This is an optimization exercise on Yosys and OpenROAD, whose aim is a short achievable clock period and few clock cycles per item, not a production implementation. The RTL was checked by simulation tests, not by an equivalence proof against the original design. No activity file was given, so power comes from the tool's default toggle rates.

File: design/flow/config.mk
export PLATFORM = sky130hd
export DESIGN_NAME = cpu_pipe
export DESIGN_NICKNAME = cpu_pipe
export VERILOG_FILES = /design/flow/design.v
export SDC_FILE = /design/flow/constraint.sdc
export NUM_CORES = 4
export LEC_CHECK = 0
export ABC_CLOCK_PERIOD_IN_PS = 2400
export CAP_MARGIN = 40
export CELL_PAD_IN_SITES_DETAIL_PLACEMENT = 1
export CELL_PAD_IN_SITES_GLOBAL_PLACEMENT = 2
export CORE_MARGIN = 2
export CORE_UTILIZATION = 35
export SETUP_SLACK_MARGIN = 3.6
export SLEW_MARGIN = 65
File: design/flow/constraint.sdc
create_clock -name core_clock -period 6.0 [get_ports {clk}]
set_input_delay 1.2000 -clock core_clock [delete_from_list [all_inputs] [get_ports {clk}]]
set_output_delay 1.2000 -clock core_clock [all_outputs]
set_load 0.01 [all_outputs]
File: design/flow/design.v
package rv32i_pkg;
    localparam int xlen = 32;
endpackage
`timescale 1ns/1ps
module cpu_pipe (
    input  logic        clk,
    input  logic        rst,
    input  logic        fetch_valid,
    input  logic [31:0] fetch_pc,
    input  logic [31:0] fetch_instr,
    output logic        fetch_stall,
    output logic        retire_valid,
    output logic [31:0] retire_pc,
    output logic [4:0]  retire_rd,
    output logic        retire_reg_we,
    output logic [31:0] retire_value
);
    logic rst_q;
    always_ff @(posedge clk) rst_q <= rst;
    logic stall_q;
    logic stall_o;       
    assign fetch_stall = stall_o;
    logic        f_valid;
    logic [31:0] f_pc;
    logic [31:0] f_instr;
    logic [31:1] f_oh1;      
    logic [31:1] f_oh2;      
    always_ff @(posedge clk) begin
        if (!stall_q) begin
            f_pc    <= fetch_pc;
            f_instr <= fetch_instr;
            for (int i = 1; i < 32; i++) begin
                f_oh1[i] <= (fetch_instr[19:15] == 5'(i));
                f_oh2[i] <= (fetch_instr[24:20] == 5'(i));
            end
        end
        if (rst) f_valid <= 1'b0;
        else if (!stall_q) f_valid <= fetch_valid;
    end
    logic [31:0] rf [1:31];
    logic        q_valid;
    logic        q_wr;       
    logic [4:0]  q_rd;
    logic        q_we;
    logic [31:0] q_pc;
    logic [31:0] q_val;
    always_ff @(posedge clk) begin
        for (int i = 1; i < 32; i++) begin
            if (rst_q) rf[i] <= '0;
            else if (q_wr && q_rd == 5'(i)) rf[i] <= q_val;
        end
    end
    logic [31:0] r_rf1, r_rf2;
    always_comb begin
        r_rf1 = '0;
        r_rf2 = '0;
        for (int i = 1; i < 32; i++) begin
            r_rf1 = r_rf1 | ({32{f_oh1[i]}} & rf[i]);
            r_rf2 = r_rf2 | ({32{f_oh2[i]}} & rf[i]);
        end
    end
    logic        g_valid;
    logic [31:0] g_pc;
    logic [31:0] g_instr;
    logic [31:0] g_rf1;
    logic [31:0] g_rf2;
    logic [31:0] g_imm;      
    always_ff @(posedge clk) begin
        if (!stall_q) begin
            g_pc    <= f_pc;
            g_instr <= f_instr;
            g_imm   <= (f_instr[6:0] == 7'b0100011) ?
                       {{20{f_instr[31]}}, f_instr[31:25], f_instr[11:7]} :
                       {{20{f_instr[31]}}, f_instr[31:20]};
            g_rf1   <= r_rf1;
            g_rf2   <= r_rf2;
        end
        if (rst) g_valid <= 1'b0;
        else if (!stall_q) g_valid <= f_valid;
    end
    logic [6:0] d_opc;
    logic [2:0] d_f3;
    logic [6:0] d_f7;
    logic [4:0] d_rs1;
    logic [4:0] d_rs2;
    logic [4:0] d_rdf;
    logic d_isr, d_add, d_sub, d_xor, d_or, d_and, d_addi, d_lw, d_sw, d_we;
    logic [31:0] d_imm;
    logic d_go;
    logic d_late;    
    assign d_opc = g_instr[6:0];
    assign d_f3  = g_instr[14:12];
    assign d_f7  = g_instr[31:25];
    assign d_rs1 = g_instr[19:15];
    assign d_rs2 = g_instr[24:20];
    assign d_rdf = g_instr[11:7];
    assign d_isr  = (d_opc == 7'b0110011);
    assign d_add  = d_isr && (d_f7 == 7'b0000000) && (d_f3 == 3'b000);
    assign d_sub  = d_isr && (d_f7 == 7'b0100000) && (d_f3 == 3'b000);
    assign d_xor  = d_isr && (d_f7 == 7'b0000000) && (d_f3 == 3'b100);
    assign d_or   = d_isr && (d_f7 == 7'b0000000) && (d_f3 == 3'b110);
    assign d_and  = d_isr && (d_f7 == 7'b0000000) && (d_f3 == 3'b111);
    assign d_addi = (d_opc == 7'b0010011) && (d_f3 == 3'b000);
    assign d_lw   = (d_opc == 7'b0000011) && (d_f3 == 3'b010);
    assign d_sw   = (d_opc == 7'b0100011) && (d_f3 == 3'b010);
    assign d_we   = d_add | d_sub | d_xor | d_or | d_and | d_addi | d_lw;
    assign d_imm  = g_imm;
    assign d_go = g_valid & ~stall_q & ~rst;
    logic [6:0] f_opc;
    logic r_rs1_use;
    logic r_rs2_use;
    assign f_opc     = f_instr[6:0];
    assign r_rs1_use = (f_opc == 7'b0110011) || (f_opc == 7'b0010011) ||
                       (f_opc == 7'b0000011) || (f_opc == 7'b0100011);
    assign r_rs2_use = (f_opc == 7'b0110011) || (f_opc == 7'b0100011);
    logic stall_n;
    assign stall_n = f_valid & g_valid & d_lw & d_late & (d_rdf != 5'd0) &
                     ((r_rs1_use && f_instr[19:15] == d_rdf) ||
                      (r_rs2_use && f_instr[24:20] == d_rdf));
    always_ff @(posedge clk) begin
        stall_q <= ~rst & ~stall_q & stall_n;
        stall_o <= ~(rst | stall_q | ~stall_n);
    end
    logic        p_valid;
    logic        p_wr;
    logic        p_lw;
    logic        p_sw;
    logic [4:0]  p_rd;
    logic        p_we;
    logic [31:0] p_pc;
    logic [31:0] p_val;
    logic [31:0] p_alu;      
    logic [63:0] p_oh;       
    logic [31:0] rdata;
    logic [31:0] mem [64];
    logic        w_wr;
    logic [4:0]  w_rd;
    logic [31:0] w_val;
    logic        w2_wr;
    logic [4:0]  w2_rd;
    logic [31:0] w2_val;
    logic b1_rf, b1_w2, b1_w, b1_q, b1_pv, b1_pl;
    logic b2_rf, b2_w2, b2_w, b2_q, b2_pv, b2_pl;
    logic [31:0] d_rv1, d_rv2;
    assign d_rv1 = ({32{b1_rf}} & g_rf1) | ({32{b1_w2}} & w2_val) | ({32{b1_w}} & w_val) |
                   ({32{b1_q}} & q_val) | ({32{b1_pv}} & p_val) | ({32{b1_pl}} & rdata);
    assign d_rv2 = ({32{b2_rf}} & g_rf2) | ({32{b2_w2}} & w2_val) | ({32{b2_w}} & w_val) |
                   ({32{b2_q}} & q_val) | ({32{b2_pv}} & p_val) | ({32{b2_pl}} & rdata);
    logic [7:0] d_b8;
    assign d_b8 = ({8{b1_rf}} & g_rf1[7:0]) | ({8{b1_w2}} & w2_val[7:0]) |
                  ({8{b1_w}} & w_val[7:0]) | ({8{b1_q}} & q_val[7:0]) |
                  ({8{b1_pv}} & p_val[7:0]);
    logic [7:0]  dsp;
    logic [7:0]  dsg;
    logic        dc2;
    logic [63:0] d_hit;
    assign dsp = d_b8 ^ d_imm[7:0];
    assign dsg = d_b8 & d_imm[7:0];
    assign dc2 = dsg[1] | (dsp[1] & dsg[0]);
    always_comb begin
        for (int k = 0; k < 64; k++) begin
            logic [7:2] r;
            logic ok;
            for (int j = 2; j < 8; j++) r[j] = dsp[j] ^ k[j-2];
            ok = (r[2] == dc2);
            for (int j = 2; j < 7; j++) ok = ok & (r[j+1] == (dsg[j] | (dsp[j] & r[j])));
            d_hit[k] = ok;
        end
    end
    logic        x_valid;
    logic        x_wr;       
    logic        x_lw;       
    logic        x_sw;
    logic [63:0] x_oh;       
    logic [4:0]  x_rd;       
    logic        x_we;       
    logic [31:0] x_pc;
    logic [31:0] x_a;        
    logic [31:0] x_an;       
    logic [31:0] x_b;        
    logic [31:0] x_st;       
    logic [7:0]  x_imm;      
    logic        x_fa;       
    logic        x_fam;      
    logic        x_fb;       
    logic        k00, k10, k01p, k01n, k11;    
    logic        x_fs;       
    logic        x_sub;
    logic        s_and, s_or, s_xor, s_st, s_eld;
    logic d_fa, d_fb, d_sum;
    assign d_fa  = x_wr && !x_lw && (x_rd == d_rs1);
    assign d_fb  = x_wr && !x_lw && (x_rd == d_rs2) && d_isr;
    assign d_sum = d_add | d_sub | d_addi;
    assign d_late = (x_wr && (x_rd == d_rs1)) || b1_pl;
    logic [4:0] n_rs1;
    logic [4:0] n_rs2;
    logic n1_p, n1_q, n1_w, n1_w2;
    logic n2_p, n2_q, n2_w, n2_w2;
    assign n_rs1 = stall_q ? d_rs1 : f_instr[19:15];
    assign n_rs2 = stall_q ? d_rs2 : f_instr[24:20];
    assign n1_p  = x_wr && (x_rd == n_rs1);
    assign n1_q  = p_wr && (p_rd == n_rs1);
    assign n1_w  = q_wr && (q_rd == n_rs1);
    assign n1_w2 = w_wr && (w_rd == n_rs1);
    assign n2_p  = x_wr && (x_rd == n_rs2);
    assign n2_q  = p_wr && (p_rd == n_rs2);
    assign n2_w  = q_wr && (q_rd == n_rs2);
    assign n2_w2 = w_wr && (w_rd == n_rs2);
    always_ff @(posedge clk) begin
        b1_pl <= ~rst & n1_p & x_lw;
        b1_pv <= ~rst & n1_p & ~x_lw;
        b1_q  <= ~rst & ~n1_p & n1_q;
        b1_w  <= ~rst & ~n1_p & ~n1_q & n1_w;
        b1_w2 <= ~rst & ~n1_p & ~n1_q & ~n1_w & n1_w2;
        b1_rf <= rst | (~n1_p & ~n1_q & ~n1_w & ~n1_w2);
        b2_pl <= ~rst & n2_p & x_lw;
        b2_pv <= ~rst & n2_p & ~x_lw;
        b2_q  <= ~rst & ~n2_p & n2_q;
        b2_w  <= ~rst & ~n2_p & ~n2_q & n2_w;
        b2_w2 <= ~rst & ~n2_p & ~n2_q & ~n2_w & n2_w2;
        b2_rf <= rst | (~n2_p & ~n2_q & ~n2_w & ~n2_w2);
    end
    always_ff @(posedge clk) begin
        x_valid <= d_go;
        x_wr    <= d_go & d_we & (d_rdf != 5'd0);
        x_lw    <= d_go & d_lw & d_late;
        x_oh    <= d_hit;
        x_sw    <= d_go & d_sw;
        x_rd    <= d_we ? d_rdf : 5'd0;
        x_we    <= d_we;
        x_pc    <= g_pc;
        x_a     <= d_rv1;
        x_b     <= d_isr ? (d_sub ? ~d_rv2 : d_rv2) : d_imm;
        x_an    <= d_sub ? ~d_rv1 : d_rv1;
        x_st    <= d_rv2;
        x_imm   <= d_imm[7:0];
        x_fa    <= d_fa && !(d_add || d_sub || d_addi || d_lw || d_sw);
        x_fam   <= x_wr && !x_lw && (x_rd == d_rs1) && (d_lw || d_sw);
        x_fb    <= d_fb && !(d_add || d_sub);
        k00     <= d_sum && !d_fa && !d_fb;
        k10     <= d_sum &&  d_fa && !d_fb;
        k01p    <= d_sum && !d_fa &&  d_fb && !d_sub;
        k01n    <= d_sum && !d_fa &&  d_fb &&  d_sub;
        k11     <= d_sum &&  d_fa &&  d_fb && !d_sub;    
        x_fs    <= x_wr && !x_lw && (x_rd == d_rs2);
        x_sub   <= d_sub;
        s_and   <= d_and;
        s_or    <= d_or;
        s_xor   <= d_xor;
        s_st    <= d_sw;
        s_eld   <= d_lw & !d_late;
    end
    logic [31:0] a;
    logic [31:0] b;
    logic [31:0] st;
    logic [31:0] sum;
    logic [7:0]  base8;
    logic [31:0] res;
    assign a   = x_fa ? p_alu : x_a;
    assign b   = x_fb ? p_alu : x_b;
    assign st  = x_fs ? p_val : x_st;
    logic [32:0] sum00;
    logic [32:0] sum10;
    logic [31:0] sum01;
    assign sum00 = {x_a, 1'b1} + {x_b, x_sub};
    assign sum10 = {p_alu, 1'b1} + {x_b, x_sub};
    assign sum01 = x_an + p_alu;
    assign sum   = ({32{k00}}  & sum00[32:1]) |
                   ({32{k10}}  & sum10[32:1]) |
                   ({32{k01p}} & sum01) |
                   ({32{k01n}} & ~sum01) |
                   ({32{k11}}  & {p_alu[30:0], 1'b0});
    assign base8 = x_fam ? p_val[7:0] : x_a[7:0];
    logic [31:0] eld;
    always_comb begin
        eld = '0;
        for (int k = 0; k < 64; k++) eld = eld | ({32{x_oh[k]}} & mem[k]);
    end
    logic [31:0] res_alu;
    assign res_alu = sum |
                     ({32{s_eld}} & eld) |
                     ({32{s_and}} & (a & b)) |
                     ({32{s_or}}  & (a | b)) |
                     ({32{s_xor}} & (a ^ b));
    assign res = res_alu | ({32{s_st}} & st);
    logic [7:0] sp;      
    logic [7:0] sg;      
    logic       c2;      
    logic [63:0] hit;
    assign sp = base8 ^ x_imm;
    assign sg = base8 & x_imm;
    assign c2 = sg[1] | (sp[1] & sg[0]);
    always_comb begin
        for (int k = 0; k < 64; k++) begin
            logic [7:2] r;       
            logic ok;
            for (int j = 2; j < 8; j++) r[j] = sp[j] ^ k[j-2];
            ok = (r[2] == c2);
            for (int j = 2; j < 7; j++) ok = ok & (r[j+1] == (sg[j] | (sp[j] & r[j])));
            hit[k] = ok;
        end
    end
    always_ff @(posedge clk) begin
        p_valid <= x_valid & ~rst;
        p_wr    <= x_wr & ~rst;
        p_lw    <= x_lw & ~rst;
        p_sw    <= x_sw & ~rst;
        p_rd    <= x_rd;
        p_we    <= x_we;
        p_pc    <= x_pc;
        p_val   <= res;
        p_alu   <= res_alu;
        p_oh    <= hit;
    end
    always_comb begin
        rdata = '0;
        for (int k = 0; k < 64; k++) rdata = rdata | ({32{p_oh[k]}} & mem[k]);
    end
    always_ff @(posedge clk) begin
        for (int k = 0; k < 64; k++) begin
            if (rst_q) mem[k] <= '0;
            else if (x_sw && hit[k]) mem[k] <= st;
        end
    end
    always_ff @(posedge clk) begin
        q_valid <= p_valid & ~rst;
        q_wr    <= p_wr & ~rst;
        q_rd    <= p_rd;
        q_we    <= p_we;
        q_pc    <= p_pc;
        q_val   <= p_lw ? rdata : p_val;
        w_wr    <= q_wr & ~rst;
        w_rd    <= q_rd;
        w_val   <= q_val;
        w2_wr   <= w_wr & ~rst;
        w2_rd   <= w_rd;
        w2_val  <= w_val;
    end
    logic [4:0]  o_rd;
    logic [31:0] o_val;
    always_ff @(posedge clk) begin
        o_rd  <= p_valid ? p_rd : 5'd0;
        o_val <= p_valid ? (p_lw ? rdata : p_val) : 32'd0;
    end
    assign retire_valid  = q_valid;
    assign retire_pc     = q_pc;
    assign retire_rd     = o_rd;
    assign retire_reg_we = q_we;
    assign retire_value  = o_val;
endmodule
File: design/flow/run.sh
#!/bin/bash
# synth_recipe.tcl (not shown) runs the flow's synth.tcl, then flattens the netlist and writes it again
# the make line also repeats each setting of config.mk as NAME=value (left out here)
make -C /OpenROAD-flow-scripts/flow DESIGN_CONFIG=/design/flow/config.mk WORK_HOME=/design/flow/orfs CLKGATE_MAP_FILE= SYNTH_SCRIPT=/design/flow/synth_recipe.tcl finish
==> results of run 1 <==
==> kinds of logic after synthesis <==
kind of cell,share of synthesized area [%]
AO/OA/AOI/OAI,29.0
AND/OR/NAND/NOR,15.1
flip-flops,47.3
buffers and inverters,5.00
XOR/XNOR,1.25
adder cells (fa/ha/maj),1.34
multiplexers,0.926
==> metrics by stage <==
stage,instances,setup slack [ns],util [%]
after floorplan,19400,1.11,-
after global placement,24700,1.48,37.2
after detailed placement,25300,2.05,39.8
after CTS,28000,2.53,54.4
==> routing by layer <==
layer  GRT usage [%]  GRT overflow
met3            61.1            20
met4            73.7           229
met5            43.7             3
met1            77.0            12
met2            88.8           317
==> what timing repair did <==
action / 4_1_cts
gates cloned: 400
pin swaps: 2307
gates resized for setup: 6984
setup endpoints to repair: 2949
setup buffers: 1560
==> how the worst max path moves through the flow <==
stage / from / end / slack (ns) / cells past startpoint
after floorplan: stall_q / f_instr[0] / 1.11 / 3
after global placement: x_oh[40] / p_val[22] / 1.48 / 10
after detailed placement: p_oh[44] / x_b[29] / 2.05 / 12
after CTS: x_oh[21] / p_val[10] / 2.53 / 13
==> power groups by stage <==
stage                     logic [mW]  clock network, mW  registers, mW
after floorplan                0.698                  0           27.0
after global placement          1.44                  0           27.2
after CTS                       2.25               29.6           26.5
after detailed placement        1.76                  0           27.1
==> flow_summary.yaml, run 1 <==
synth:
  syn-num-nets: 19600
  synth_ff_type: "dfxtp_1"
  synthDominantAreaCellType: "dfxtp_1"
  synth_warnings: 3
  syn_inst: 19400
  synth.area.top_cells: "dfxtp_1 (43%), a211oi_1 (9.0%), a22oi_1 (7.6%), nor2_1 (5.2%), nand2_1 (5.1%)"
  yosys-top-cells-count: "dfxtp_1 (3661), nor2_1 (2366), nand2_1 (2348), a211oi_1 (2046), a22oi_1 (1729)"
  yosysMostFrequentCell: "dfxtp_1"
  synth_sequential_area_ratio_pct: 47.3
  synth_seq_cells: 3920
  yosys.area.top_type_share_pct: 42.8
  synth_edf_count: 259
  avgSynthCellArea_um2: 8.85
  synthArstFlopShare_pct: 0
  syn_area_mm2: 0.171
  yosysUniqueCellTypes: 84
status:
  error_line: "[ERROR GRT-0116] Global routing finished with congestion. Check the congestion regions in the DRC Viewer."
  outcome: "did not finish"
  lastStage: "5_1_grt"
grt:
  grt_pass1_wl_mm: 2520
  grt_max_degree: 85
  grt_pass1_vias: 229000
  grt_util_all_layers_pct: 75.5
  grt-ovfl-total: 581
floorplan:
  rows: 256
  chipWidth_um: 704
  io_pins: 139
  die_h_um: 704
  start_util_pct: 35.2
clocking:
  hold_buffers: 0
  cts_max_level: 5
  cts_root_buffer: "clkbuf_16"
  cts.sinks: 3920
  numCtsBuffers: 450
  clk_path_buf_depth: 4
place:
  numPortBuffers: 138
  placed_area_mm2: 0.194
  globalplace.congestion: 1.02
  place_hpwl_mm: 926
Testbench counts, summed over its fixed seeds: cycles 16,097, instructions 16,000.
==> inputs of run 2 (changes only) <==
--- a/design/flow/design.v
+++ b/design/flow/design.v
@@ -88,5 +88,4 @@
     logic [31:0] d_imm;
     logic d_go;
-    logic d_late;    
     assign d_opc = g_instr[6:0];
     assign d_f3  = g_instr[14:12];
@@ -113,7 +112,7 @@
     assign r_rs1_use = (f_opc == 7'b0110011) || (f_opc == 7'b0010011) ||
                        (f_opc == 7'b0000011) || (f_opc == 7'b0100011);
-    assign r_rs2_use = (f_opc == 7'b0110011) || (f_opc == 7'b0100011);
+    assign r_rs2_use = (f_opc == 7'b0110011);
     logic stall_n;
-    assign stall_n = f_valid & g_valid & d_lw & d_late & (d_rdf != 5'd0) &
+    assign stall_n = f_valid & g_valid & d_lw & (d_rdf != 5'd0) &
                      ((r_rs1_use && f_instr[19:15] == d_rdf) ||
                       (r_rs2_use && f_instr[24:20] == d_rdf));
@@ -126,4 +125,5 @@
     logic        p_lw;
     logic        p_sw;
+    logic        p_fq;       
     logic [4:0]  p_rd;
     logic        p_we;
@@ -134,4 +134,5 @@
     logic [31:0] rdata;
     logic [31:0] mem [64];
+    logic [31:0] stv;
     logic        w_wr;
     logic [4:0]  w_rd;
@@ -147,30 +148,8 @@
     assign d_rv2 = ({32{b2_rf}} & g_rf2) | ({32{b2_w2}} & w2_val) | ({32{b2_w}} & w_val) |
                    ({32{b2_q}} & q_val) | ({32{b2_pv}} & p_val) | ({32{b2_pl}} & rdata);
-    logic [7:0] d_b8;
-    assign d_b8 = ({8{b1_rf}} & g_rf1[7:0]) | ({8{b1_w2}} & w2_val[7:0]) |
-                  ({8{b1_w}} & w_val[7:0]) | ({8{b1_q}} & q_val[7:0]) |
-                  ({8{b1_pv}} & p_val[7:0]);
-    logic [7:0]  dsp;
-    logic [7:0]  dsg;
-    logic        dc2;
-    logic [63:0] d_hit;
-    assign dsp = d_b8 ^ d_imm[7:0];
-    assign dsg = d_b8 & d_imm[7:0];
-    assign dc2 = dsg[1] | (dsp[1] & dsg[0]);
-    always_comb begin
-        for (int k = 0; k < 64; k++) begin
-            logic [7:2] r;
-            logic ok;
-            for (int j = 2; j < 8; j++) r[j] = dsp[j] ^ k[j-2];
-            ok = (r[2] == dc2);
-            for (int j = 2; j < 7; j++) ok = ok & (r[j+1] == (dsg[j] | (dsp[j] & r[j])));
-            d_hit[k] = ok;
-        end
-    end
     logic        x_valid;
     logic        x_wr;       
-    logic        x_lw;       
+    logic        x_lw;
     logic        x_sw;
-    logic [63:0] x_oh;       
     logic [4:0]  x_rd;       
     logic        x_we;       
@@ -186,11 +165,11 @@
     logic        k00, k10, k01p, k01n, k11;    
     logic        x_fs;       
+    logic        x_fsl;      
     logic        x_sub;
-    logic        s_and, s_or, s_xor, s_st, s_eld;
+    logic        s_and, s_or, s_xor, s_st;
     logic d_fa, d_fb, d_sum;
     assign d_fa  = x_wr && !x_lw && (x_rd == d_rs1);
     assign d_fb  = x_wr && !x_lw && (x_rd == d_rs2) && d_isr;
     assign d_sum = d_add | d_sub | d_addi;
-    assign d_late = (x_wr && (x_rd == d_rs1)) || b1_pl;
     logic [4:0] n_rs1;
     logic [4:0] n_rs2;
@@ -224,6 +203,5 @@
         x_valid <= d_go;
         x_wr    <= d_go & d_we & (d_rdf != 5'd0);
-        x_lw    <= d_go & d_lw & d_late;
-        x_oh    <= d_hit;
+        x_lw    <= d_go & d_lw;
         x_sw    <= d_go & d_sw;
         x_rd    <= d_we ? d_rdf : 5'd0;
@@ -244,4 +222,5 @@
         k11     <= d_sum &&  d_fa &&  d_fb && !d_sub;    
         x_fs    <= x_wr && !x_lw && (x_rd == d_rs2);
+        x_fsl   <= x_wr && x_lw && (x_rd == d_rs2) && d_sw;
         x_sub   <= d_sub;
         s_and   <= d_and;
@@ -249,5 +228,4 @@
         s_xor   <= d_xor;
         s_st    <= d_sw;
-        s_eld   <= d_lw & !d_late;
     end
     logic [31:0] a;
@@ -272,12 +250,6 @@
                    ({32{k11}}  & {p_alu[30:0], 1'b0});
     assign base8 = x_fam ? p_val[7:0] : x_a[7:0];
-    logic [31:0] eld;
-    always_comb begin
-        eld = '0;
-        for (int k = 0; k < 64; k++) eld = eld | ({32{x_oh[k]}} & mem[k]);
-    end
     logic [31:0] res_alu;
     assign res_alu = sum |
-                     ({32{s_eld}} & eld) |
                      ({32{s_and}} & (a & b)) |
                      ({32{s_or}}  & (a | b)) |
@@ -306,4 +278,5 @@
         p_lw    <= x_lw & ~rst;
         p_sw    <= x_sw & ~rst;
+        p_fq    <= x_fsl;
         p_rd    <= x_rd;
         p_we    <= x_we;
@@ -313,4 +286,5 @@
         p_oh    <= hit;
     end
+    assign stv = p_fq ? q_val : p_val;
     always_comb begin
         rdata = '0;
@@ -320,5 +294,5 @@
         for (int k = 0; k < 64; k++) begin
             if (rst_q) mem[k] <= '0;
-            else if (x_sw && hit[k]) mem[k] <= st;
+            else if (p_sw && p_oh[k]) mem[k] <= stv;
         end
     end
@@ -329,5 +303,5 @@
         q_we    <= p_we;
         q_pc    <= p_pc;
-        q_val   <= p_lw ? rdata : p_val;
+        q_val   <= p_lw ? rdata : stv;
         w_wr    <= q_wr & ~rst;
         w_rd    <= q_rd;
@@ -341,5 +315,5 @@
     always_ff @(posedge clk) begin
         o_rd  <= p_valid ? p_rd : 5'd0;
-        o_val <= p_valid ? (p_lw ? rdata : p_val) : 32'd0;
+        o_val <= p_valid ? (p_lw ? rdata : stv) : 32'd0;
     end
     assign retire_valid  = q_valid;
==> run 2 against run 1 <==
The run now finishes clean. Synthesized cell count shrank 9.3%. Synthesized area is 8.1% lower.
==> flow_summary.yaml, run 2 <==
synth:
  syn_area_mm2: 0.157
  syn-num-nets: 17800
  synth_ff_type: "dfxtp_1"
  syn_inst: 17500
  synthArstFlopShare_pct: 0
  synth_seq_cells: 3858
  yosysMostFrequentCell: "dfxtp_1"
  synth_warnings: 3
  synth.area.top_cells: "dfxtp_1 (46%), a211oi_1 (9.8%), nor2_1 (5.5%), nand2_1 (5.4%), edfxtp_1 (4.9%)"
  synth_sequential_area_ratio_pct: 50.7
  avgSynthCellArea_um2: 8.97
  yosys.area.top_type_share_pct: 45.8
  yosys-top-cells-count: "dfxtp_1 (3599), nor2_1 (2293), nand2_1 (2252), a211oi_1 (2064), clkbuf_1 (1618)"
  synthDominantAreaCellType: "dfxtp_1"
  synth_edf_count: 259
  yosysUniqueCellTypes: 85
hold_path:
  hold_path_depth: 0
  hold_end: "x_pc[10]"
  hold_class: "reg -> reg"
  hold_start: "g_pc[10]"
detailed_routing:
  drtIter0Drc: 25200
  wl_per_cell_um: 43.4
  detail-route-antenna-nets: 0
  drc: 0
  detail_route.first_pass.iterations: 10
  vias: 164000
  wirelength_mm: 1060
  viasPerCell: 6.73
grt:
  grt_util_all_layers_pct: 43.9
  grt_pass1_vias: 155000
  grt_pass1_wl_mm: 1380
  antenna_found_initial: 102
  grt_max_degree: 109
  grt-ovfl-total: 0
floorplan:
  chipWidth_um: 674
  die_h_um: 674
  start_util_pct: 35.1
  die_area_mm2: 0.455
  rows: 246
  io_pins: 139
  core_mm2: 0.448
timing:
  setup_violations: 0
  relSlewSlack_pct: 53.7
  maxSlewViolCount: 0
  fin_worst_skew_ns: 0.0831
  min_period_ns: 3.18
  worst_slew_pin_slew_ns: 0.695
  fin_crit_sh_pct: 53.0
  rsz0062_at_grt: "yes"
  tns_ns: 0
  max_freq_mhz: 315
  hold_viol: 0
place:
  globalplace.congestion: 0.935
  placedCellCount: 22700
  place_hpwl_mm: 673
  numPortBuffers: 138
clocking:
  cts_tree: "built"
  cts_max_level: 5
  clk_path_buf_depth: 4
  cts.sinks: 3858
  numCtsBuffers: 446
  hold_buffers: 0
  cts_root_buffer: "clkbuf_16"
  insertion_delay_ns: 1.05
  clk_pin_slew_ns: 0.06
critical_path:
  critical_path.max_fanout: 2
  r2r_cells: 12
  required_ns: 6.84
  cp_slowest_cell: "dfxtp_4"
  critPathKind: "reg -> reg"
  crit_chain: "ha_4, fa_2, a21oi_2, o211ai_1, buf_4, a21boi_4, a21oi_4, o31ai_4, mux2i_1, xnor2_1, mux2i_1, nand3_1"
  ff2ff_setup_slack_ns: 2.82
  cp_common_cell: "mux2i_1"
  critPathArrivalTime_ns: 4.02
  cp-start-kind: "register"
  cpPeakStageDelay_ns: 0.36
  end_kind: "register"
  r2r_start: "p_alu[0]"
  r2r-end: "p_val[30]"
power:
  p_leak_nw: 72.2
  power-per-cell-area_mw_per_mm2: 274
  ir_worst_vdd_uv: 298
finish:
  largest_register_ffs: 2048
  most-common-layout-cells: "dfxtp_1 (3397), nor2_1 (2219), nand2_1 (2139)"
  area_growth_pct: 32.7
  drive_gt1_share_pct: 20.7
  max_flop_register: "mem"
  stdcell_count: 24400
  fillers: 48500
  final_common_cell: "dfxtp_1"
  largestRegisters: "mem: 2048 flops, rf: 992 flops, p_oh: 64 flops"
  nNetsFinal: 18200
run:
  cap_violations: 0
status:
  outcome: "complete, no violations"
run 2: cell count changes after synthesis, sizes merged, moves of 32 or more:
cell and change:
buf -169, a31oi -35, nand3 -204, and2 +66, a22oi -1007, clkbuf +76
nand2 -103, dfxtp -62, nor4 -41, nand4 -98, nor2 -137, inv -32
run 2: worst max-delay path, delay by kind of cell, from the launching register on:
family                   cells  cell delay, ns
flip-flops                   1            0.36
multiplexers                 2            0.61
AO/OA/AOI/OAI                5            1.02
adder cells (fa/ha/maj)      2            0.53
XOR/XNOR                     1            0.17
buffers and inverters        1            0.19
AND/OR/NAND/NOR              1            0.14
run 2: cells by family (layout without fill, tap and decap cells):
family / after synthesis / in the layout / synth area share (%)
muxes: 178 / 178 / 1.17
buffers and inverters: 1993 / 2792 / 4.77
DFF: 3858 / 3858 / 50.7
AOI/OAI and AO/OA: 5658 / 5658 / 26.4
adders and majority gates: 171 / 171 / 1.37
and+or+nand+nor: 5467 / 5468 / 14.4
xor gates and xnor gates: 219 / 219 / 1.22
other: 0 / 83 / 0
run 2: worst max path at each step:
stage | startpoint | to | slack, ns | depth (start not counted)
2_1_floorplan | stall_q | f_instr[0] | 1.09 | 3
3_3_place_gp | p_oh[11] | x_b[16] | 2.19 | 9
3_5_place_dp | p_oh[50] | x_b[1] | 2.24 | 12
4_1_cts | p_oh[50] | x_b[1] | 2.87 | 12
5_1_grt | p_alu[0] | p_val[30] | 2.76 | 12
6_report | p_alu[0] | p_val[30] | 2.82 | 12
run 2: power breakdown:
part | internal, mW | total (mW) | leakage, nW | switching [mW]
clock network | 16.9 | 29.0 | 7.58 | 12.1
registers | 26.0 | 26.1 | 32.1 | 0.147
logic | 0.612 | 2.10 | 32.5 | 1.49
total | 43.5 | 57.3 | 72.2 | 13.8
run 2: per-stage QoR:
stage / instance area [µm²] / power (mW) / utilization (%) / setup slack (ns) / hold slack [ns]
2_1_floorplan: 158000 / 27.4 / - / 1.09 / 0.310
3_3_place_gp: 164000 / 28.2 / 36.7 / 2.19 / 0.310
3_5_place_dp: 176000 / 28.4 / 39.4 / 2.24 / 0.313
4_1_cts: 203000 / 57.2 / 45.2 / 2.87 / 0.302
5_1_grt: 209000 / 58.4 / 46.5 / 2.76 / 0.301
6_report: 209000 / 57.3 / 46.6 / 2.82 / 0.305
run 2: final cells by class:
class,count,area (µm²),area share (%)
sequential,3858,80400,38.5
multi-input combinational,11700,77200,37.0
timing repair buffer,1852,27700,13.3
clock buffer,677,13400,6.41
tap,5952,7450,3.57
clock inverter,160,1990,0.955
inverter,103,399,0.191
antenna,83,208,0.0995
run 2: repair_timing:
item	in CTS	in global routing
gates cloned	28	26
resized for setup	1723	544
pin swaps	342	324
endpoints found under the setup margin	1774	886
buffers inserted	390	258
run 2: layer usage:
metal	global-route usage (%)	wire, µm	vias to the layer above
met5	0.531	732	-
li1	-	-	65300
met1	58.4	426000	83600
met2	62.0	423000	12000
met4	25.3	74200	59
met3	14.4	134000	3278
Testbench counts of run 2, summed over its fixed seeds: cycles 16,575, instructions 16,000.
==> inputs of run 3 (changes only) <==
--- a/design/flow/config.mk
+++ b/design/flow/config.mk
@@ -11,5 +11,5 @@
 export CELL_PAD_IN_SITES_GLOBAL_PLACEMENT = 2
 export CORE_MARGIN = 2
-export CORE_UTILIZATION = 35
+export CORE_UTILIZATION = 40
 export SETUP_SLACK_MARGIN = 3.6
 export SLEW_MARGIN = 65
==> run 3 against run 2 <==
Sequential share of layout area up 0.51 points. Cell area down 1.3%. Wire length down 0.77%. Sequential cell count unchanged. Global-route usage up 5.7 points. Largest power group unchanged. Synthesized cell count unchanged. Count of clock-buffer cells in the layout down 48.
==> flow_summary.yaml, run 3 <==
synth:
  synth.area.top_cells: "dfxtp_1 (46%), a211oi_1 (9.8%), nor2_1 (5.5%), nand2_1 (5.4%), edfxtp_1 (4.9%)"
  synthDominantAreaCellType: "dfxtp_1"
  yosys.area.top_type_share_pct: 45.8
  synth_edf_count: 259
  yosysMostFrequentCell: "dfxtp_1"
  syn_area_mm2: 0.157
  yosysUniqueCellTypes: 85
  synth_warnings: 3
  yosys-top-cells-count: "dfxtp_1 (3599), nor2_1 (2293), nand2_1 (2252), a211oi_1 (2064), clkbuf_1 (1618)"
  syn-num-nets: 17800
  synth_ff_type: "dfxtp_1"
  synth_seq_cells: 3858
  avgSynthCellArea_um2: 8.97
  synthArstFlopShare_pct: 0
  syn_inst: 17500
  synth_sequential_area_ratio_pct: 50.7
detailed_routing:
  wirelength_mm: 1050
  wl_per_cell_um: 44.6
  detail_route.first_pass.iterations: 10
  drtIter0Drc: 26600
  drc: 0
  detail-route-antenna-nets: 0
  viasPerCell: 7.17
  vias: 169000
clocking:
  cts_max_level: 5
  cts_root_buffer: "clkbuf_16"
  numCtsBuffers: 429
  cts.sinks: 3858
  hold_buffers: 0
  clk_path_buf_depth: 4
  clk_pin_slew_ns: 0.06
  insertion_delay_ns: 1.07
  cts_tree: "built"
power:
  power-per-cell-area_mw_per_mm2: 273
  p_leak_nw: 71.3
  ir_worst_vdd_uv: 311
finish:
  final_common_cell: "dfxtp_1"
  largestRegisters: "mem: 2048 flops, rf: 992 flops, p_oh: 64 flops"
  largest_register_ffs: 2048
  max_flop_register: "mem"
  finalInstanceArea_mm2: 0.206
  area_growth_pct: 30.9
  post-route-util_pct: 52.6
  nNetsFinal: 18100
  drive_gt1_share_pct: 20.9
  most-common-layout-cells: "dfxtp_1 (3403), nor2_1 (2225), nand2_1 (2147)"
  fillers: 42000
grt:
  grt-ovfl-total: 0
  grt_util_all_layers_pct: 49.7
  grt_max_degree: 102
  grt_pass1_vias: 160000
  antenna_found_initial: 81
  grt_pass1_wl_mm: 1380
place:
  numPortBuffers: 138
  globalplace.congestion: 0.984
  placed_area_mm2: 0.173
  place_hpwl_mm: 645
timing:
  maxSlewViolCount: 0
  relSlewSlack_pct: 55.0
  rsz0062_at_grt: "yes"
  max_freq_mhz: 321
  setup_violations: 0
  holdWs_ns: 0.326
  worst_slew_pin_slew_ns: 0.675
  fin_worst_skew_ns: 0.0451
  tns_ns: 0
  hold_viol: 0
  fin_crit_sh_pct: 51.8
  min_period_ns: 3.11
status:
  outcome: "complete, no violations"
critical_path:
  critPathArrivalTime_ns: 4.01
  required_ns: 6.90
  critical_path.max_fanout: 4
  end_kind: "register"
  critPathKind: "reg -> reg"
  ff2ff_setup_slack_ns: 2.89
  cp-start-kind: "register"
floorplan:
  io_pins: 139
  chipWidth_um: 631
  core_mm2: 0.392
  start_util_pct: 40.1
  die_h_um: 631
  die_area_mm2: 0.398
  rows: 230
hold_path:
  hold_class: "reg -> reg"
run:
  cap_violations: 0
==> run 3: changes by cell type in the layout (fill, tap and decap cells not counted), sizes merged, moves of 2 or more <==
| cell | previous run | this run |
|---|---|---|
| clkinv | 104 | 112 |
| dlymetal6s2s | 2 | 4 |
| buf | 1729 | 1682 |
| bufbuf | 21 | 24 |
| clkbuf | 714 | 659 |
| diode | 83 | 61 |
| bufinv | 36 | 33 |
| inv | 112 | 116 |
==> run 3: report_power, final <==
part / total, mW / internal, mW / switching (mW) / leakage [nW]
clock network: 27.9 / 16.0 / 11.9 / 7.20
registers: 26.1 / 26.0 / 0.139 / 32.1
logic: 2.15 / 0.647 / 1.50 / 32.0
==> run 3: cells by family (layout without fill, tap and decap cells) <==
logic type	count (synthesis)	in the layout	share of synthesized area, %
AO/OA/AOI/OAI	5658	5658	26.4
XOR/XNOR	219	219	1.22
adder cells (fa/ha/maj)	171	171	1.37
buffers and inverters	1993	2705	4.77
flip-flops	3858	3858	50.7
multiplexers	178	178	1.17
other	0	61	0
AND/OR/NAND/NOR	5467	5469	14.4
==> run 3: critical path, cell delays in order (launching register included) <==
cell       delay [ns]
dfxtp_4          0.37
buf_12           0.13
ha_4             0.24
a211oi_2         0.19
o21a_2           0.26
a21oi_2          0.08
o211ai_1         0.35
buf_4            0.24
buf_4            0.12
a21oi_1          0.07
and3b_2          0.29
xnor2_1          0.12
a2111oi_4        0.36
nand3_1          0.15
==> run 3: timing repair <==
| action | in CTS | in global routing |
|---|---|---|
| setup endpoints to repair | 1825 | 750 |
| cloned | 43 | 21 |
| pin swaps | 455 | 355 |
| resized for setup | 1907 | 454 |
| setup buffers | 486 | 200 |
==> run 3: layer usage <==
metal  wire length [µm]  part of all wire (%)  vias up  global-route usage (%)
met4             110000                    10       48                    41.1
met1             381000                    36    84400                    60.6
li1                   -                     -    65100                       -
met5                567                 0.054        -                   0.568
met2             417000                    40    14200                    70.2
met3             141000                    13     4933                    17.3
==> run 3: metrics by stage <==
stage / power, mW / worst slack [ns] / cells
3_3_place_gp: 28.1 / 2.09 / 21500
6_report: 56.2 / 2.89 / 23500
4_1_cts: 55.8 / 3.04 / 23200
5_1_grt: 57.1 / 2.86 / 23500
3_5_place_dp: 28.3 / 2.31 / 21900
2_1_floorplan: 27.4 / 1.09 / 17500
==> run 3: area by class of cell <==
| type | count | area, µm² | share of cell area, % |
|---|---|---|---|
| flip-flops and latches | 3858 | 80400 | 39.0 |
| multi-input cells | 11700 | 77800 | 37.8 |
| repair buffers | 1803 | 26100 | 12.7 |
| clock buffers | 629 | 12600 | 6.13 |
| well taps | 5220 | 6530 | 3.17 |
| clock inverters | 170 | 1920 | 0.933 |
| inverters | 103 | 399 | 0.194 |
| diodes | 61 | 153 | 0.0741 |
==> run 3: path summary, 6_finish.rpt <==
check / from / endpoint / cells past startpoint
hold reg to reg: p_pc[14] / q_pc[14] / 0
setup / recovery: p_alu[0] / p_val[30] / 13
hold / removal: p_pc[14] / q_pc[14] / 0
setup reg to reg: p_alu[0] / p_val[30] / 13
==> inputs of run 4 (changes only) <==
--- a/design/flow/config.mk
+++ b/design/flow/config.mk
@@ -12,4 +12,4 @@
 export CORE_MARGIN = 2
 export CORE_UTILIZATION = 40
-export SETUP_SLACK_MARGIN = 3.6
+export SETUP_SLACK_MARGIN = 4.2
 export SLEW_MARGIN = 65
==> run 4 against run 3 <==
Synthesized area is the same. Synthesized cell count is the same. The flow now stops in 5_1_grt.
==> flow_summary.yaml, run 4 <==
grt:
  grt_max_degree: 96
  grt_pass1_wl_mm: 2060
  grt_util_all_layers_pct: 76.5
  grt-ovfl-total: 51
  grt_pass1_vias: 211000
floorplan:
  chipWidth_um: 631
  die_h_um: 631
  start_util_pct: 40.1
  rows: 230
  io_pins: 139
clocking:
  hold_buffers: 0
  numCtsBuffers: 423
  cts.sinks: 3858
  cts_max_level: 5
  cts_root_buffer: "clkbuf_16"
  clk_path_buf_depth: 4
status:
  lastStage: "5_1_grt"
  error_line: "[ERROR GRT-0116] Global routing finished with congestion. Check the congestion regions in the DRC Viewer."
  outcome: "did not finish"
synth:
  yosysUniqueCellTypes: 85
  synthDominantAreaCellType: "dfxtp_1"
  yosysMostFrequentCell: "dfxtp_1"
  synth_seq_cells: 3858
  synth_warnings: 3
  synth.area.top_cells: "dfxtp_1 (46%), a211oi_1 (9.8%), nor2_1 (5.5%), nand2_1 (5.4%), edfxtp_1 (4.9%)"
  syn-num-nets: 17800
  syn_area_mm2: 0.157
  synth_edf_count: 259
  avgSynthCellArea_um2: 8.97
  yosys-top-cells-count: "dfxtp_1 (3599), nor2_1 (2293), nand2_1 (2252), a211oi_1 (2064), clkbuf_1 (1618)"
  yosys.area.top_type_share_pct: 45.8
  syn_inst: 17500
  synthArstFlopShare_pct: 0
  synth_sequential_area_ratio_pct: 50.7
  synth_ff_type: "dfxtp_1"
place:
  globalplace.congestion: 0.946
  numPortBuffers: 138
  place_hpwl_mm: 632
## run 4: cell counts after synthesis
No cell type changed its count.
## run 4: how the worst min path moves through the flow
stage / cells after the start / to / slack, ns / start
after floorplan: 0 / p_fq / 0.31 / x_fsl
after global placement: 0 / p_pc[11] / 0.31 / x_pc[11]
after detailed placement: 0 / p_pc[12] / 0.31 / x_pc[12]
after CTS: 0 / q_pc[28] / 0.31 / p_pc[28]
## run 4: cells by family after synthesis
family                     share of synthesized area [%]
adders and majority gates                           1.37
xor gates and xnor gates                            1.22
AOI/OAI and AO/OA                                   26.4
muxes                                               1.17
DFF                                                 50.7
buffers and inverters                               4.77
and+or+nand+nor                                     14.4
## run 4: layer usage
metal	overflow	GRT usage [%]
met1	2	79.7
met2	19	86.6
met3	4	66.8
met4	24	67.4
met5	2	53.3
## run 4: power groups by stage
stage	Clock (mW)	Combinational (mW)	Sequential, mW
CTS	27.4	2.83	26.1
detailed placement	0	1.66	26.7
global placement	0	1.38	26.8
floorplan	0	0.792	26.6
## run 4: stage by stage
stage	worst slack, ns	cell area, µm²	instances	util (%)
after CTS	2.93	253000	24900	64.7
after global placement	2.09	164000	21500	41.8
after floorplan	1.09	159000	17500	-
after detailed placement	2.22	175000	21900	44.6
## run 4: repair_timing
item / in CTS
setup endpoints to repair: 3707
cloned: 714
pin swaps: 1822
setup buffers: 1518
resized for setup: 7283
==> inputs of run 5 (changes only) <==
--- a/design/flow/config.mk
+++ b/design/flow/config.mk
@@ -11,5 +11,5 @@
 export CELL_PAD_IN_SITES_GLOBAL_PLACEMENT = 2
 export CORE_MARGIN = 2
-export CORE_UTILIZATION = 40
-export SETUP_SLACK_MARGIN = 4.2
+export CORE_UTILIZATION = 37
+export SETUP_SLACK_MARGIN = 3.9
 export SLEW_MARGIN = 65
==> run 5 against run 4 <==
The run now finishes clean. Synthesized cell count unchanged. Synthesized area is the same.
==> flow_summary.yaml, run 5 <==
detailed_routing:
  drc: 0
  viasPerCell: 7.12
  vias: 175000
  drtIter0Drc: 30600
  wl_per_cell_um: 45.9
  detail-route-antenna-nets: 0
  detail_route.first_pass.iterations: 22
  wirelength_mm: 1130
timing:
  maxSlewViolCount: 0
  setup_violations: 0
  tns_ns: 0
  relSlewSlack_pct: 52.2
  fin_crit_sh_pct: 51.9
  min_period_ns: 3.11
  rsz0062_at_grt: "yes"
  fin_worst_skew_ns: 0.0818
  worst_slew_pin_slew_ns: 0.717
  hold_viol: 0
  timing.final.ws_setup_ns: 2.89
  max_freq_mhz: 321
synth:
  yosysUniqueCellTypes: 85
  yosysMostFrequentCell: "dfxtp_1"
  synth_sequential_area_ratio_pct: 50.7
  synthDominantAreaCellType: "dfxtp_1"
  syn_inst: 17500
  synth_edf_count: 259
  yosys.area.top_type_share_pct: 45.8
  synth_warnings: 3
  synth_ff_type: "dfxtp_1"
  synthArstFlopShare_pct: 0
  synth.area.top_cells: "dfxtp_1 (46%), a211oi_1 (9.8%), nor2_1 (5.5%), nand2_1 (5.4%), edfxtp_1 (4.9%)"
  syn_area_mm2: 0.157
  syn-num-nets: 17800
  synth_seq_cells: 3858
  yosys-top-cells-count: "dfxtp_1 (3599), nor2_1 (2293), nand2_1 (2252), a211oi_1 (2064), clkbuf_1 (1618)"
  avgSynthCellArea_um2: 8.97
grt:
  antenna_found_initial: 156
  grt-ovfl-total: 0
  grt_util_all_layers_pct: 48.6
  grt_pass1_wl_mm: 1440
  grt_pass1_vias: 161000
  grt_max_degree: 80
finish:
  most-common-layout-cells: "dfxtp_1 (3403), nor2_1 (2200), nand2_1 (2095)"
  fillers: 44900
  stdcell_count: 24700
  largestRegisters: "mem: 2048 flops, rf: 992 flops, p_oh: 64 flops"
  final_common_cell: "dfxtp_1"
  drive_gt1_share_pct: 25.1
  finalInstanceArea_mm2: 0.220
  largest_register_ffs: 2048
  area_growth_pct: 39.6
  nNetsFinal: 18700
  max_flop_register: "mem"
place:
  placed_area_mm2: 0.175
  place_hpwl_mm: 636
  dpl_worst_slack_ns: 2.50
  globalplace.congestion: 0.943
  placedCellCount: 22300
  numPortBuffers: 138
floorplan:
  io_pins: 139
  start_util_pct: 37.2
  core_mm2: 0.423
  chipWidth_um: 656
  die_area_mm2: 0.430
  die_h_um: 656
  rows: 239
clocking:
  numCtsBuffers: 439
  cts_tree: "built"
  clk_path_buf_depth: 4
  clk_pin_slew_ns: 0.06
  cts_root_buffer: "clkbuf_16"
  insertion_delay_ns: 1.06
  cts.sinks: 3858
  cts_max_level: 5
power:
  ir_worst_vdd_uv: 262
  p_leak_nw: 77.4
  power_mw: 57.4
  power-per-cell-area_mw_per_mm2: 261
critical_path:
  critPathArrivalTime_ns: 4.00
  end_kind: "register"
  critical_path.max_fanout: 6
  r2r_cells: 10
  cp-start-kind: "register"
  critPathKind: "reg -> reg"
  required_ns: 6.89
  ff2ff_setup_slack_ns: 2.89
hold_path:
  hold_path_depth: 0
  hold_class: "reg -> reg"
run:
  cap_violations: 0
status:
  outcome: "complete, no violations"
[run 5: cells by family (layout without fill, tap and decap cells)]
| family | count (synthesis) | after routing | synth area share, % |
|---|---|---|---|
| buf+inv | 1993 | 3269 | 4.77 |
| compound gates | 5658 | 5658 | 26.4 |
| fa+ha+maj | 171 | 171 | 1.37 |
| mux | 178 | 178 | 1.17 |
| flops | 3858 | 3858 | 50.7 |
| simple gates | 5467 | 5474 | 14.4 |
| other cells | 0 | 160 | 0 |
| xor+xnor | 219 | 219 | 1.22 |
[run 5: cell type report]
type                       instances  area, µm²  share of cell area (%)
inverter                         103        390                   0.178
sequential                      3858      80400                    36.6
antenna                          160        400                   0.182
multi-input combinational      11700      80300                    36.6
clock inverter                   170       2110                   0.963
tap                             5663       7090                    3.23
timing repair buffer            2361      36100                    16.4
clock buffer                     635      12900                    5.88
[run 5: worst paths after layout]
path	startpoint	end
min reg2reg	x_pc[27]	p_pc[27]
max	p_oh[6]	x_b[11]
min	x_pc[27]	p_pc[27]
max reg2reg	p_oh[6]	x_b[11]
[run 5: critical path: stages (launching register included)]
cell and delay (ns):
dfxtp_4 0.36, buf_16 0.17, buf_16 0.18, a22o_1 0.23
a221oi_2 0.34, nand4_1 0.47, or4_4 0.65, nand2_2 0.11
nand3_2 0.11, xnor2_1 0.23, o21ai_1 0.08
[run 5: metrics by stage]
step / utilization [%] / hold slack, ns
final: 51.9 / 0.312
after global routing: 51.8 / 0.319
after detailed placement: 41.3 / 0.313
after global placement: 38.9 / 0.310
after floorplan: - / 0.310
after CTS: 49.7 / 0.288
[run 5: what timing repair did]
action,CTS,global route
cloned,125,52
resized for setup,2261,848
endpoints found under the setup margin,3226,1979
buffers inserted,844,296
pin swaps,595,457
hold buffers,0,0
[run 5: power breakdown]
group | total (mW) | switching, mW | leakage, nW | internal [mW]
combinational | 2.44 | 1.66 | 37.9 | 0.785
clock | 28.8 | 12.2 | 7.42 | 16.6
sequential | 26.1 | 0.155 | 32.1 | 26.0
[run 5: per-layer routing]
metal | track usage [%] | share of wire, % | vias up | wire (µm)
li1 | - | - | 66400 | -
met1 | 62.5 | 38 | 88300 | 426000
met2 | 65.1 | 38 | 15800 | 430000
met3 | 19.6 | 15 | 4910 | 172000
met4 | 34.5 | 9.1 | 92 | 103000
met5 | 1.92 | 0.14 | - | 1570
==> inputs of run 6 (changes only) <==
--- a/design/flow/design.v
+++ b/design/flow/design.v
@@ -106,15 +106,7 @@
     assign d_imm  = g_imm;
     assign d_go = g_valid & ~stall_q & ~rst;
-    logic [6:0] f_opc;
-    logic r_rs1_use;
-    logic r_rs2_use;
-    assign f_opc     = f_instr[6:0];
-    assign r_rs1_use = (f_opc == 7'b0110011) || (f_opc == 7'b0010011) ||
-                       (f_opc == 7'b0000011) || (f_opc == 7'b0100011);
-    assign r_rs2_use = (f_opc == 7'b0110011);
     logic stall_n;
-    assign stall_n = f_valid & g_valid & d_lw & (d_rdf != 5'd0) &
-                     ((r_rs1_use && f_instr[19:15] == d_rdf) ||
-                      (r_rs2_use && f_instr[24:20] == d_rdf));
+    assign stall_n = f_valid & g_valid & d_we & (d_rdf != 5'd0) &
+                     (f_instr[6:0] == 7'b0000011) && (f_instr[19:15] == d_rdf);
     always_ff @(posedge clk) begin
         stall_q <= ~rst & ~stall_q & stall_n;
@@ -123,7 +115,5 @@
     logic        p_valid;
     logic        p_wr;
-    logic        p_lw;
     logic        p_sw;
-    logic        p_fq;       
     logic [4:0]  p_rd;
     logic        p_we;
@@ -131,8 +121,5 @@
     logic [31:0] p_val;
     logic [31:0] p_alu;      
-    logic [63:0] p_oh;       
-    logic [31:0] rdata;
     logic [31:0] mem [64];
-    logic [31:0] stv;
     logic        w_wr;
     logic [4:0]  w_rd;
@@ -141,15 +128,36 @@
     logic [4:0]  w2_rd;
     logic [31:0] w2_val;
-    logic b1_rf, b1_w2, b1_w, b1_q, b1_pv, b1_pl;
-    logic b2_rf, b2_w2, b2_w, b2_q, b2_pv, b2_pl;
+    logic b1_rf, b1_w2, b1_w, b1_q, b1_pv;
+    logic b2_rf, b2_w2, b2_w, b2_q, b2_pv;
     logic [31:0] d_rv1, d_rv2;
     assign d_rv1 = ({32{b1_rf}} & g_rf1) | ({32{b1_w2}} & w2_val) | ({32{b1_w}} & w_val) |
-                   ({32{b1_q}} & q_val) | ({32{b1_pv}} & p_val) | ({32{b1_pl}} & rdata);
+                   ({32{b1_q}} & q_val) | ({32{b1_pv}} & p_val);
     assign d_rv2 = ({32{b2_rf}} & g_rf2) | ({32{b2_w2}} & w2_val) | ({32{b2_w}} & w_val) |
-                   ({32{b2_q}} & q_val) | ({32{b2_pv}} & p_val) | ({32{b2_pl}} & rdata);
+                   ({32{b2_q}} & q_val) | ({32{b2_pv}} & p_val);
+    logic [7:0] d_b8;
+    assign d_b8 = ({8{b1_rf}} & g_rf1[7:0]) | ({8{b1_w2}} & w2_val[7:0]) |
+                  ({8{b1_w}} & w_val[7:0]) | ({8{b1_q}} & q_val[7:0]) |
+                  ({8{b1_pv}} & p_val[7:0]);
+    logic [7:0]  dsp;
+    logic [7:0]  dsg;
+    logic        dc2;
+    logic [63:0] d_hit;
+    assign dsp = d_b8 ^ d_imm[7:0];
+    assign dsg = d_b8 & d_imm[7:0];
+    assign dc2 = dsg[1] | (dsp[1] & dsg[0]);
+    always_comb begin
+        for (int k = 0; k < 64; k++) begin
+            logic [7:2] r;
+            logic ok;
+            for (int j = 2; j < 8; j++) r[j] = dsp[j] ^ k[j-2];
+            ok = (r[2] == dc2);
+            for (int j = 2; j < 7; j++) ok = ok & (r[j+1] == (dsg[j] | (dsp[j] & r[j])));
+            d_hit[k] = ok;
+        end
+    end
     logic        x_valid;
     logic        x_wr;       
-    logic        x_lw;
     logic        x_sw;
+    logic [63:0] x_oh;       
     logic [4:0]  x_rd;       
     logic        x_we;       
@@ -165,10 +173,9 @@
     logic        k00, k10, k01p, k01n, k11;    
     logic        x_fs;       
-    logic        x_fsl;      
     logic        x_sub;
-    logic        s_and, s_or, s_xor, s_st;
+    logic        s_and, s_or, s_xor, s_st, s_ld;
     logic d_fa, d_fb, d_sum;
-    assign d_fa  = x_wr && !x_lw && (x_rd == d_rs1);
-    assign d_fb  = x_wr && !x_lw && (x_rd == d_rs2) && d_isr;
+    assign d_fa  = x_wr && (x_rd == d_rs1);
+    assign d_fb  = x_wr && (x_rd == d_rs2) && d_isr;
     assign d_sum = d_add | d_sub | d_addi;
     logic [4:0] n_rs1;
@@ -187,12 +194,10 @@
     assign n2_w2 = w_wr && (w_rd == n_rs2);
     always_ff @(posedge clk) begin
-        b1_pl <= ~rst & n1_p & x_lw;
-        b1_pv <= ~rst & n1_p & ~x_lw;
+        b1_pv <= ~rst & n1_p;
         b1_q  <= ~rst & ~n1_p & n1_q;
         b1_w  <= ~rst & ~n1_p & ~n1_q & n1_w;
         b1_w2 <= ~rst & ~n1_p & ~n1_q & ~n1_w & n1_w2;
         b1_rf <= rst | (~n1_p & ~n1_q & ~n1_w & ~n1_w2);
-        b2_pl <= ~rst & n2_p & x_lw;
-        b2_pv <= ~rst & n2_p & ~x_lw;
+        b2_pv <= ~rst & n2_p;
         b2_q  <= ~rst & ~n2_p & n2_q;
         b2_w  <= ~rst & ~n2_p & ~n2_q & n2_w;
@@ -203,5 +208,5 @@
         x_valid <= d_go;
         x_wr    <= d_go & d_we & (d_rdf != 5'd0);
-        x_lw    <= d_go & d_lw;
+        x_oh    <= d_hit;
         x_sw    <= d_go & d_sw;
         x_rd    <= d_we ? d_rdf : 5'd0;
@@ -214,5 +219,5 @@
         x_imm   <= d_imm[7:0];
         x_fa    <= d_fa && !(d_add || d_sub || d_addi || d_lw || d_sw);
-        x_fam   <= x_wr && !x_lw && (x_rd == d_rs1) && (d_lw || d_sw);
+        x_fam   <= x_wr && (x_rd == d_rs1) && d_sw;
         x_fb    <= d_fb && !(d_add || d_sub);
         k00     <= d_sum && !d_fa && !d_fb;
@@ -221,6 +226,5 @@
         k01n    <= d_sum && !d_fa &&  d_fb &&  d_sub;
         k11     <= d_sum &&  d_fa &&  d_fb && !d_sub;    
-        x_fs    <= x_wr && !x_lw && (x_rd == d_rs2);
-        x_fsl   <= x_wr && x_lw && (x_rd == d_rs2) && d_sw;
+        x_fs    <= x_wr && (x_rd == d_rs2);
         x_sub   <= d_sub;
         s_and   <= d_and;
@@ -228,4 +232,5 @@
         s_xor   <= d_xor;
         s_st    <= d_sw;
+        s_ld    <= d_lw;
     end
     logic [31:0] a;
@@ -250,6 +255,12 @@
                    ({32{k11}}  & {p_alu[30:0], 1'b0});
     assign base8 = x_fam ? p_val[7:0] : x_a[7:0];
+    logic [31:0] ld;
+    always_comb begin
+        ld = '0;
+        for (int k = 0; k < 64; k++) ld = ld | ({32{x_oh[k]}} & mem[k]);
+    end
     logic [31:0] res_alu;
     assign res_alu = sum |
+                     ({32{s_ld}}  & ld) |
                      ({32{s_and}} & (a & b)) |
                      ({32{s_or}}  & (a | b)) |
@@ -276,7 +287,5 @@
         p_valid <= x_valid & ~rst;
         p_wr    <= x_wr & ~rst;
-        p_lw    <= x_lw & ~rst;
         p_sw    <= x_sw & ~rst;
-        p_fq    <= x_fsl;
         p_rd    <= x_rd;
         p_we    <= x_we;
@@ -284,15 +293,9 @@
         p_val   <= res;
         p_alu   <= res_alu;
-        p_oh    <= hit;
-    end
-    assign stv = p_fq ? q_val : p_val;
-    always_comb begin
-        rdata = '0;
-        for (int k = 0; k < 64; k++) rdata = rdata | ({32{p_oh[k]}} & mem[k]);
     end
     always_ff @(posedge clk) begin
         for (int k = 0; k < 64; k++) begin
             if (rst_q) mem[k] <= '0;
-            else if (p_sw && p_oh[k]) mem[k] <= stv;
+            else if (x_sw && hit[k]) mem[k] <= st;
         end
     end
@@ -303,5 +306,5 @@
         q_we    <= p_we;
         q_pc    <= p_pc;
-        q_val   <= p_lw ? rdata : stv;
+        q_val   <= p_val;
         w_wr    <= q_wr & ~rst;
         w_rd    <= q_rd;
@@ -315,5 +318,5 @@
     always_ff @(posedge clk) begin
         o_rd  <= p_valid ? p_rd : 5'd0;
-        o_val <= p_valid ? (p_lw ? rdata : stv) : 32'd0;
+        o_val <= p_valid ? p_val : 32'd0;
     end
     assign retire_valid  = q_valid;
--- a/design/flow/config.mk
+++ b/design/flow/config.mk
@@ -11,5 +11,5 @@
 export CELL_PAD_IN_SITES_GLOBAL_PLACEMENT = 2
 export CORE_MARGIN = 2
-export CORE_UTILIZATION = 37
-export SETUP_SLACK_MARGIN = 3.9
+export CORE_UTILIZATION = 35
+export SETUP_SLACK_MARGIN = 3.6
 export SLEW_MARGIN = 65
==> run 6 against run 5 <==
The run now fails in 5_1_grt. Synthesized cell count fell by 0.78%. Synthesized area barely moved.
==> flow_summary.yaml, run 6 <==
synth:
  synth_edf_count: 259
  synth_ff_type: "dfxtp_1"
  avgSynthCellArea_um2: 9.04
  synth_sequential_area_ratio_pct: 50.6
  yosys-top-cells-count: "dfxtp_1 (3593), nor2_1 (2262), nand2_1 (2237), a211oi_1 (2051), clkbuf_1 (1442)"
  syn_inst: 17400
  synth.area.top_cells: "dfxtp_1 (46%), a211oi_1 (9.8%), nor2_1 (5.4%), nand2_1 (5.3%), a22oi_1 (5.2%)"
  yosys.area.top_type_share_pct: 45.7
  syn_area_mm2: 0.157
  yosysUniqueCellTypes: 90
  synthArstFlopShare_pct: 0
  syn-num-nets: 17700
  yosysMostFrequentCell: "dfxtp_1"
  synth_seq_cells: 3852
  synth_warnings: 3
  synthDominantAreaCellType: "dfxtp_1"
floorplan:
  chipWidth_um: 675
  start_util_pct: 35.1
  die_h_um: 675
  io_pins: 139
  rows: 246
grt:
  grt_util_all_layers_pct: 70.9
  grt-ovfl-total: 5
  grt_max_degree: 93
clocking:
  clk_path_buf_depth: 4
  cts_max_level: 5
  cts_root_buffer: "clkbuf_16"
  cts.sinks: 3852
  numCtsBuffers: 445
place:
  numPortBuffers: 138
  placedCellCount: 22600
  globalplace.congestion: 0.936
  place_hpwl_mm: 641
  dpl_worst_slack_ns: 1.77
status:
  lastStage: "5_1_grt"
  outcome: "did not finish"
  error_line: "[ERROR GRT-0232] Routing congestion too high. Check the congestion heatmap in the GUI."
## run 6: cell count changes after synthesis, moves of 29 or more
cell / delta
clkbuf_1: -176
a21oi_1: -29
a22o_1: -179
and2_1: -63
nor2_1: -31
buf_1: -159
a22oi_1: +359
buf_2: +171
a221oi_1: -176
nor4_4: +32
mux2_2: -32
## run 6: cells by family after synthesis
kind of cell               share of synthesized area (%)
and+or+nand+nor                                     14.6
xor gates and xnor gates                            1.33
DFF                                                 50.6
buffers and inverters                               4.74
AOI/OAI and AO/OA                                   26.2
adders and majority gates                           1.46
muxes                                               1.00
## run 6: power groups by stage
stage,sequential [mW],clock (mW),combinational [mW]
floorplan,26.6,0,0.686
global placement,26.7,0,1.28
detailed placement,26.6,0,1.50
CTS,26.0,29.0,1.89
## run 6: through the flow
step	util [%]	instance area, µm²
floorplan	-	158000
global placement	37.0	166000
detailed placement	38.8	174000
CTS	53.0	237000
## run 6: timing repair
action / in CTS
gates cloned: 460
hold buffers: 0
setup buffers: 1148
pin swaps: 1946
setup endpoints to repair: 2889
resized for setup: 5814
## run 6: worst min-delay path by stage
| stage | startpoint | end | cells after the start |
|---|---|---|---|
| after floorplan | x_pc[0] | p_pc[0] | 0 |
| after global placement | x_pc[4] | p_pc[4] | 0 |
| after detailed placement | p_pc[11] | q_pc[11] | 0 |
| after CTS | x_pc[27] | p_pc[27] | 0 |
## run 6: routing by layer
layer | GRT overflow | global-route usage [%]
met5 | 0 | 43.8
met4 | 5 | 69.2
met3 | 0 | 58.5
met2 | 0 | 84.5
met1 | 0 | 70.2
Testbench counts of run 6, summed over its fixed seeds: cycles 16,212, instructions 16,000.

## afterwards: timing with drivers on the ports
No port has a modelled driver above. Below, the same layouts with a new extraction and two added sets of constraints.
Step 1 assumes that a clkbuf_16 drives the clock port and a buf_2 every other input.
Step 2 moves the port delays by t, midway between the first and last clock arrival at a register: inputs arrive t later, outputs are due t later. That takes back most of the time a late clock gives input paths.
Three values: ideal ports, drivers, drivers and shift; two values: the first two.
run	shift t [ns]	slack for setup (ns)	hold slack, ns
run 2	1.119	2.821 / 2.821 / 2.821	0.305 / 0.305 / 0.305
run 3	1.155	2.889 / 2.889 / 2.889	0.326 / 0.326 / 0.326
run 5	1.125	2.887 / 2.887 / 2.887	0.312 / 0.312 / 0.312
After both steps every run listed still meets setup and hold.
